What follows belongs to an exercise in optimizing a design on an open flow for small area, a short achievable clock period and few clock cycles per item; a production flow would make more cautious choices.
Function was checked by simulation only, so behaviour that the tests miss may differ from the original.
Power figures rest on the tool's default switching activity, not on a simulated workload.

## stable_priority_queue
module stable_priority_queue (
    input  logic                                clk,
    input  logic                                rst_n,
    input  logic                                s_tvalid,
    output logic                                s_tready,
    input  logic [spq_pkg::IN_BYTES*8-1:0]      s_tdata,
    input  logic                                s_tuser,
    output logic                                m_tvalid,
    input  logic                                m_tready,
    output logic [spq_pkg::OUT_BYTES*8-1:0]     m_tdata
);
Size in the first run: ~1,800 cells after synthesis, ~340 flip-flops.
==> flow/config.mk <==
export PLATFORM = sky130hd
export DESIGN_NAME = stable_priority_queue
export DESIGN_NICKNAME = stable_priority_queue
export VERILOG_FILES = /design/flow/design.v
export SDC_FILE = /design/flow/constraint.sdc
export NUM_CORES = 4
export LEC_CHECK = 0
export CAP_MARGIN = 20
export CORE_MARGIN = 2
export CORE_UTILIZATION = 65
export CTS_CLUSTER_DIAMETER = 60
export CTS_CLUSTER_SIZE = 30
export SETUP_SLACK_MARGIN = 2.8
export SLEW_MARGIN = 20
export TNS_END_PERCENT = 30
==> flow/constraint.sdc <==
create_clock -name core_clock -period 5.0 [get_ports {clk}]
set_input_delay 1.0000 -clock core_clock [delete_from_list [all_inputs] [get_ports {clk}]]
set_output_delay 1.0000 -clock core_clock [all_outputs]
set_load 0.01 [all_outputs]
run.sh (not shown) runs the stock make flow with config.mk's settings and CLKGATE_MAP_FILE= SYNTH_SCRIPT=/design/flow/synth_recipe.tcl, a recipe that flattens the netlist after the stock synthesis.
Testbench counts at the start, summed over its fixed seeds: cycles 9,616, items 9,600.
==> next run, changes <==
CORE_UTILIZATION = 72   (was 65)
TNS_END_PERCENT = 100   (was 30)
- cell area rises by a few percent
- total power rises by a few percent
- die area falls by roughly a tenth
- via count rises by a few percent
- routed wire length rises by a few percent
- synthesized cell count does not change
- worst setup slack gets better by 190 ps
- register-to-register slack gets better by 50 ps

---

== AL ==
Another version of the RTL of stable_priority_queue (not shown whole).
Size in the first run: roughly 1,800 cells after synthesis, ~350 flip-flops, ~47 I/O pins, ~17,000 um^2 of cells after synthesis.
Design stable_priority_queue, start of the top module:
module stable_priority_queue (
    input  logic                                clk,
    input  logic                                rst_n,
    input  logic                                s_tvalid,
    output logic                                s_tready,
    input  logic [spq_pkg::IN_BYTES*8-1:0]      s_tdata,
    input  logic                                s_tuser,
    output logic                                m_tvalid,
    input  logic                                m_tready,
    output logic [spq_pkg::OUT_BYTES*8-1:0]     m_tdata
);
clock: 5.0 ns
lec_check: 0
cap_margin: 20
core_margin: 2
core_utilization: 65
cts_cluster_diameter: 60
cts_cluster_size: 30
setup_slack_margin: 2.6
slew_margin: 20
tns_end_percent: 100
Testbench counts of AL, summed over its fixed seeds: cycles 9,624, items 9,600.
Input-level comparison between JK and AL:
- changing SETUP_SLACK_MARGIN from 2.6 to 2.8
### Flow results
On sequential fraction of total cell area, AL and JK are basically level.
Final standard cell count with taps included and fillers excluded across AL and JK: no real change.
Number of diodes: AL vs JK identical
Comparing register-to-register slack for AL and JK, the bigger number came from JK.
Higher setup slack among AL and JK: JK
Delta (JK minus AL): stage delay of the slowest cell on the critical path now sits at about the same level; HPWL after detailed placement now larger.
Looking at power consumed by sequential cells, JK sits about 2% lower than AL does.
JK: power share of the combinational group higher than AL
Between AL and JK, the clock latency reported for the late side of the worst-skew pair does not differ in any meaningful way.

---

== tundra ==
stable_priority_queue with an RTL version that a note above also has.
Size: ~1800 cells after synthesis, about 340 flip-flops, roughly 47 I/O pins.
Settings: LEC_CHECK=0, CAP_MARGIN=20, CORE_MARGIN=2, CORE_UTILIZATION=72, CTS_CLUSTER_DIAMETER=60, CTS_CLUSTER_SIZE=30, SETUP_SLACK_MARGIN=2.9, SLEW_MARGIN=20, TNS_END_PERCENT=100; clock period 5.0 ns.
Testbench counts of tundra, summed over its fixed seeds: cycles 9,616, items 9,600.
[inputs] ember vs tundra
Settings: SETUP_SLACK_MARGIN changed from 2.9 to 2.7.
--- outcome ---
Looking at cell with the biggest individual delay on the critical path, the ha_1 result is from ember; the ha_4 one comes from tundra. Total design power shrinks by a few percent when moving from tundra to ember. Diff tundra -> ember: post-synthesis cell area was more or less identical, part of the power in the clock network went up by 0.7 points, power in combinational cells went down by 7.1%, final-layout non-clock buffer area share was more or less identical. Compare tundra and ember | post-layout instance count excluding filler cells higher: tundra. Between tundra and ember, the relative slew slack is higher for tundra. In the metrics for tundra and ember, the one carrying the higher slew at the pin closest to its max-slew limit is ember.
diff inputs: ember => cedar
Settings: CORE_UTILIZATION now 65, was 72; SETUP_SLACK_MARGIN now 2.8, was 2.7.
--- outcome ---
Going from ember to cedar, maximum frequency moved up; clock group share of total power moved up; power after layout moved up. Summary — global-route usage, cedar relative to ember: lower, by 4.7 points. cedar: clock-buffer cell count 3 above ember. Total leakage power in cedar is 0.13 nW higher than in ember. ~same post-detailed-placement cell area in cedar and ember. Compared with ember, cedar shows a higher multi-input gate share of the layout cell area. Cmp cedar and ember / post-layout minimum cycle time / higher: ember. cedar: synthesis-to-finish area growth higher than ember.

---

Setup of run 1:
Another version of the RTL of stable_priority_queue (not shown whole).
Size: ~1800 cells after synthesis, about 47 I/O pins, roughly 16000 um^2 of cells after synthesis.
==> flow/config.mk <==
export PLATFORM = sky130hd
export DESIGN_NAME = stable_priority_queue
export DESIGN_NICKNAME = stable_priority_queue
export VERILOG_FILES = /design/flow/design.v
export SDC_FILE = /design/flow/constraint.sdc
export NUM_CORES = 4
export LEC_CHECK = 0
export CAP_MARGIN = 20
export CORE_MARGIN = 2
export CORE_UTILIZATION = 65
export CTS_CLUSTER_DIAMETER = 60
export CTS_CLUSTER_SIZE = 30
export SETUP_SLACK_MARGIN = 3.0
export SLEW_MARGIN = 20
export TNS_END_PERCENT = 0
==> flow/constraint.sdc <==
create_clock -name core_clock -period 5.0 [get_ports {clk}]
set_input_delay 1.0000 -clock core_clock [delete_from_list [all_inputs] [get_ports {clk}]]
set_output_delay 1.0000 -clock core_clock [all_outputs]
set_load 0.01 [all_outputs]
Run 1: all stages complete, timing, DRC and antenna checks passed
Testbench counts of run 1, summed over its fixed seeds: cycles 9,616, items 9,600.
Relative to run 1, the following input files were edited for run 2:
- changing CORE_UTILIZATION from 65 to 40
- removing CTS_CLUSTER_SIZE (formerly 30)
- removing CTS_CLUSTER_DIAMETER (formerly 60)
[summary]
Between run 2 and run 1, the detail-routed via count per cell is higher for run 1.
Comparing run 2 and run 1, number of clock buffers in the layout is lower on run 1.
Compared with run 1, run 2 shows a lower worst-case reg-to-reg path depth.
Cmp run 2 and run 1 / synthesis-to-finish area growth / higher: run 2

---

The RTL this note starts from:
==> flow/design.v <==
package spq_pkg;
    localparam int DEPTH     = 16;
    localparam int DATA_BITS = 8;
    localparam int PRIO_BITS = 8;
    localparam int CNT_BITS  = $clog2(DEPTH + 1);
    localparam int IN_BITS   = DATA_BITS + PRIO_BITS;
    localparam int IN_BYTES  = (IN_BITS + 7) / 8;
    localparam int OUT_BITS  = DATA_BITS + 2 + DATA_BITS + 1 + CNT_BITS;
    localparam int OUT_BYTES = (OUT_BITS + 7) / 8;
    localparam logic MODE_PUSH = 1'b0;
    localparam logic MODE_POP  = 1'b1;
    typedef enum logic [1:0] {
        ST_OK    = 2'd0,
        ST_EMPTY = 2'd1,
        ST_FULL  = 2'd2
    } status_t;
endpackage
module spq_ctrl (
    input  logic clk,
    input  logic rst_n,
    input  logic s_tvalid,
    output logic s_tready,
    output logic m_tvalid,
    input  logic m_tready,
    output logic exec,
    output logic exec_next,
    output logic a_load,
    output logic load,
    output logic out_load_next,
    output logic out_load_live
);
    logic a_valid;
    logic a_valid_next;
    logic in_valid;
    logic out_valid;
    logic skid_valid;
    logic out_free;
    logic in_valid_next;
    logic skid_valid_next;
    logic ready_q;
    assign s_tready = ready_q;
    assign load     = !(in_valid && skid_valid);
    assign a_load   = !a_valid || load;
    logic exec_q;
    assign exec     = exec_q;
    assign m_tvalid = out_valid;
    assign out_free = !out_valid || m_tready;
    assign out_load_next = exec && out_free;
    assign out_load_live = skid_valid && m_tready;
    assign a_valid_next    = (s_tvalid && a_load) || (a_valid && !load);
    assign in_valid_next   = (a_valid && load) || (in_valid && !exec);
    assign skid_valid_next = skid_valid ? !m_tready : (exec && !out_free);
    assign exec_next       = in_valid_next && !skid_valid_next;
    always_ff @(posedge clk or negedge rst_n)
    begin
        if (!rst_n)
        begin
            a_valid    <= 1'b0;
            in_valid   <= 1'b0;
            out_valid  <= 1'b0;
            skid_valid <= 1'b0;
            ready_q    <= 1'b1;
            exec_q     <= 1'b0;
        end
        else
        begin
            a_valid    <= a_valid_next;
            in_valid   <= in_valid_next;
            out_valid  <= exec || skid_valid || (out_valid && !m_tready);
            skid_valid <= skid_valid_next;
            ready_q    <= !a_valid_next || !(in_valid_next && skid_valid_next);
            exec_q     <= exec_next;
        end
    end
endmodule
module spq_datapath (
    input  logic                          clk,
    input  logic                          rst_n,
    input  logic                          a_load,
    input  logic                          load,
    input  logic                          exec,
    input  logic                          exec_next,
    input  logic                          out_load_next,
    input  logic                          out_load_live,
    input  logic                          s_mode,
    input  logic [spq_pkg::DATA_BITS-1:0] s_data,
    input  logic [spq_pkg::PRIO_BITS-1:0] s_prio,
    output logic [23:0]                   result
);
    localparam int D  = spq_pkg::DEPTH;
    localparam int W  = spq_pkg::IN_BITS;
    localparam int DB = spq_pkg::DATA_BITS;
    localparam int CB = spq_pkg::CNT_BITS;
    logic          a_mode;
    logic [DB-1:0] a_data;
    logic [spq_pkg::PRIO_BITS-1:0] a_prio;
    logic [spq_pkg::PRIO_BITS-1:0] a_prio_n;
    logic          in_mode;
    logic [DB-1:0] in_data;
    logic [spq_pkg::PRIO_BITS-1:0] in_prio;
    logic [W-1:0]  slot [D];
    logic [CB-1:0] count;
    logic [DB-1:0] popped;
    logic [1:0]    status;
    logic [23:0]   out_word;
    logic [D-1:0]  valid;
    logic [D-1:0]  le;
    logic          full;
    logic          empty;
    logic          is_push;
    logic          push_ok;
    logic          pop_ok;
    logic          nonempty;
    always_ff @(posedge clk)
    begin
        if (a_load)
        begin
            a_mode <= s_mode;
            a_data <= s_data;
            a_prio <= s_prio;
            a_prio_n <= ~s_prio;
        end
        if (load)
        begin
            in_mode <= a_mode;
            in_data <= a_data;
            in_prio <= a_prio;
        end
    end
    assign full    = count[CB-1];
    assign empty   = !nonempty;
    assign is_push = (in_mode == spq_pkg::MODE_PUSH);
    logic push_ok_q;
    logic pop_ok_q;
    assign push_ok = push_ok_q;
    assign pop_ok  = pop_ok_q;
    function automatic logic prio_le(input logic [spq_pkg::PRIO_BITS-1:0] a,
                                     input logic [spq_pkg::PRIO_BITS-1:0] b);
        logic gt;
        logic eq;
        gt = 1'b0;
        eq = 1'b1;
        for (int k = spq_pkg::PRIO_BITS - 1; k >= 0; k--)
        begin
            gt = gt | (eq & a[k] & ~b[k]);
            eq = eq & ~(a[k] ^ b[k]);
        end
        prio_le = ~gt;
    endfunction
    logic [D-1:0] cmp;
    logic         cmp_ins;
    logic [D-1:0] le_q;
    logic [D-1:0] le_next;
    always_comb
    begin
        for (int i = 0; i < D; i++)
        begin
            valid[i] = count[CB-1] | (count[CB-2:0] > (CB-1)'(i));
            cmp[i]   = valid[i] && prio_le(slot[i][W-1:DB], (i < D / 2) ? a_prio : ~a_prio_n);
        end
        cmp_ins = prio_le(in_prio, ~a_prio_n);
    end
    assign le = le_q;
    logic [D-1:0] sel_keep;
    logic [D-1:0] sel_next;
    logic [D-1:0] sel_prev;
    logic [D-1:0] sel_new;
    logic [W-1:0] slot_next [D];
    always_comb
    begin
        for (int i = 0; i < D; i++)
        begin
            sel_next[i] = (i < D - 1) ? pop_ok : 1'b0;
            sel_new[i]  = push_ok && !le[i] && ((i == 0) ? 1'b1 : le[(i > 0) ? i - 1 : 0]);
            sel_prev[i] = push_ok && !le[i] && ((i == 0) ? 1'b0 : !le[(i > 0) ? i - 1 : 0]);
            sel_keep[i] = !(sel_next[i] || sel_new[i] || sel_prev[i]);
            slot_next[i] = ({W{sel_keep[i]}} & slot[i])
                         | ({W{sel_new[i]}}  & {in_prio, in_data})
                         | ({W{sel_next[i]}} & slot[(i < D - 1) ? i + 1 : i])
                         | ({W{sel_prev[i]}} & slot[(i > 0) ? i - 1 : 0]);
            le_next[i]   = (sel_keep[i] && cmp[i] && !((i == D - 1) && pop_ok))
                         | (sel_new[i]  && cmp_ins)
                         | (sel_next[i] && cmp[(i < D - 1) ? i + 1 : i])
                         | (sel_prev[i] && cmp[(i > 0) ? i - 1 : 0]);
        end
    end
    always_ff @(posedge clk)
    begin
        if (load)
        begin
            le_q <= le_next;
        end
    end
    always_ff @(posedge clk)
    begin
        for (int i = 0; i < D; i++)
        begin
            slot[i] <= slot_next[i];
        end
    end
    logic [CB-1:0] count_next;
    always_comb
    begin
        count_next = count;
        if (push_ok)
            count_next = count + 1'b1;
        else if (pop_ok)
            count_next = count - 1'b1;
    end
    always_ff @(posedge clk or negedge rst_n)
    begin
        if (!rst_n)
            count <= '0;
        else
            count <= count_next;
    end
    logic [DB-1:0] popped_next;
    logic [1:0]    status_next;
    logic [DB-1:0] front_next;
    logic          fvalid_next;
    logic [23:0]   result_next;
    logic [23:0]   result_live;
    always_comb
    begin
        popped_next = pop_ok ? slot[0][DB-1:0] : '0;
        fvalid_next = is_push | valid[1];
        if (is_push)
        begin
            status_next = full ? spq_pkg::ST_FULL : spq_pkg::ST_OK;
            front_next  = (!full && !le[0]) ? in_data : slot[0][DB-1:0];
        end
        else
        begin
            status_next = empty ? spq_pkg::ST_EMPTY : spq_pkg::ST_OK;
            front_next  = valid[1] ? slot[1][DB-1:0] : '0;
        end
    end
    logic nonempty_next;
    logic in_mode_next;
    assign nonempty_next = exec ? fvalid_next : nonempty;
    assign in_mode_next  = load ? a_mode : in_mode;
    always_ff @(posedge clk or negedge rst_n)
    begin
        if (!rst_n)
        begin
            nonempty  <= 1'b0;
            push_ok_q <= 1'b0;
            pop_ok_q  <= 1'b0;
        end
        else
        begin
            nonempty  <= nonempty_next;
            push_ok_q <= exec_next && (in_mode_next == spq_pkg::MODE_PUSH) && !count_next[CB-1];
            pop_ok_q  <= exec_next && (in_mode_next == spq_pkg::MODE_POP) && nonempty_next;
        end
    end
    assign result_next = {count_next, fvalid_next, front_next, status_next, popped_next};
    assign result_live = {count, nonempty, nonempty ? slot[0][DB-1:0] : '0, status, popped};
    always_ff @(posedge clk)
    begin
        if (exec)
        begin
            popped <= popped_next;
            status <= status_next;
        end
        if (out_load_next)
            out_word <= result_next;
        else if (out_load_live)
            out_word <= result_live;
    end
    assign result = out_word;
endmodule
module stable_priority_queue (
    input  logic                                clk,
    input  logic                                rst_n,
    input  logic                                s_tvalid,
    output logic                                s_tready,
    input  logic [spq_pkg::IN_BYTES*8-1:0]      s_tdata,
    input  logic                                s_tuser,
    output logic                                m_tvalid,
    input  logic                                m_tready,
    output logic [spq_pkg::OUT_BYTES*8-1:0]     m_tdata
);
    logic exec;
    logic exec_next;
    logic a_load;
    logic load;
    logic out_load_next;
    logic out_load_live;
    spq_ctrl u_ctrl (
        .clk        (clk),
        .rst_n      (rst_n),
        .s_tvalid   (s_tvalid),
        .s_tready   (s_tready),
        .m_tvalid   (m_tvalid),
        .m_tready   (m_tready),
        .exec          (exec),
        .exec_next     (exec_next),
        .a_load        (a_load),
        .load          (load),
        .out_load_next (out_load_next),
        .out_load_live (out_load_live)
    );
    spq_datapath u_datapath (
        .clk        (clk),
        .rst_n      (rst_n),
        .a_load     (a_load),
        .load       (load),
        .exec          (exec),
        .exec_next     (exec_next),
        .out_load_next (out_load_next),
        .out_load_live (out_load_live),
        .s_mode     (s_tuser),
        .s_data     (s_tdata[spq_pkg::DATA_BITS-1:0]),
        .s_prio     (s_tdata[spq_pkg::IN_BITS-1:spq_pkg::DATA_BITS]),
        .result     (m_tdata)
    );
endmodule
make LEC_CHECK=0 CAP_MARGIN=20 CORE_MARGIN=2 CORE_UTILIZATION=65 CTS_CLUSTER_DIAMETER=60 CTS_CLUSTER_SIZE=30 SETUP_SLACK_MARGIN=2.8 SLEW_MARGIN=20 TNS_END_PERCENT=100 finish   # period 5.0 ns
Testbench counts at the start, summed over its fixed seeds: cycles 9,624, items 9,600.
Change:
SETUP_SLACK_MARGIN = 3.0   (was 2.8)
- worst setup slack gets better by 0.0051 ns
- routed wire length grows by about 3%
- worst hold slack gets worse by 0.0076 ns
- cell count grows by about 0.32%
- combinational power grows by about 2%

[static timing again, ports no longer ideal]
The results above use ideal ports. As a check the final layouts listed here were re-extracted and re-timed, cells and wires unchanged.
Step 1 assumes that a clkbuf_16 drives the clock port and a buf_2 every other input.
Step 2 moves the port delays by t, midway between the first and last clock arrival at a register: inputs arrive t later, outputs are due t later. That takes back most of the time a late clock gives input paths.
Slacks: ideal / step 1 / step 2; pairs: ideal / step 1.
run	t (ns)	setup slack, ns	clock arrival spread, ns	slew at the worst register clock pin (ns)	worst data-port slew with drivers (ns)
the first run of note 1	0.615	2.549 / 2.497 / 2.084	0.032 / 0.032	0.10 / 0.10	0.05
the second run of note 1	0.611	2.738 / 2.737 / 2.126	0.026 / 0.027	0.10 / 0.10	0.07
AL	0.627	2.577 / 2.577 / 2.250	0.024 / 0.025	0.09 / 0.09	0.04
JK	0.619	2.623 / 2.623 / 2.320	0.036 / 0.035	0.10 / 0.10	0.04
tundra	0.601	2.630 / 2.626 / 2.025	0.017 / 0.016	0.10 / 0.10	0.05
ember	0.605	2.615 / 2.615 / 2.010	0.022 / 0.023	0.10 / 0.10	0.06
cedar	0.620	2.725 / 2.728 / 2.108	0.024 / 0.024	0.10 / 0.10	0.06
run 1	0.609	2.513 / 2.507 / 1.899	0.029 / 0.029	0.10 / 0.10	0.06
run 2	0.587	2.531 / 2.515 / 1.970	0.021 / 0.021	0.06 / 0.06	0.05
the first run of note 5	0.611	2.738 / 2.738 / 2.310	0.027 / 0.027	0.11 / 0.11	0.04
the second run of note 5	0.603	2.743 / 2.743 / 2.414	0.019 / 0.018	0.10 / 0.10	0.04
After both steps setup and hold are still met in every run listed. The setup slack of cedar, which loses most, moves by +0.003 ns with the drivers and by -0.617 ns with both steps.
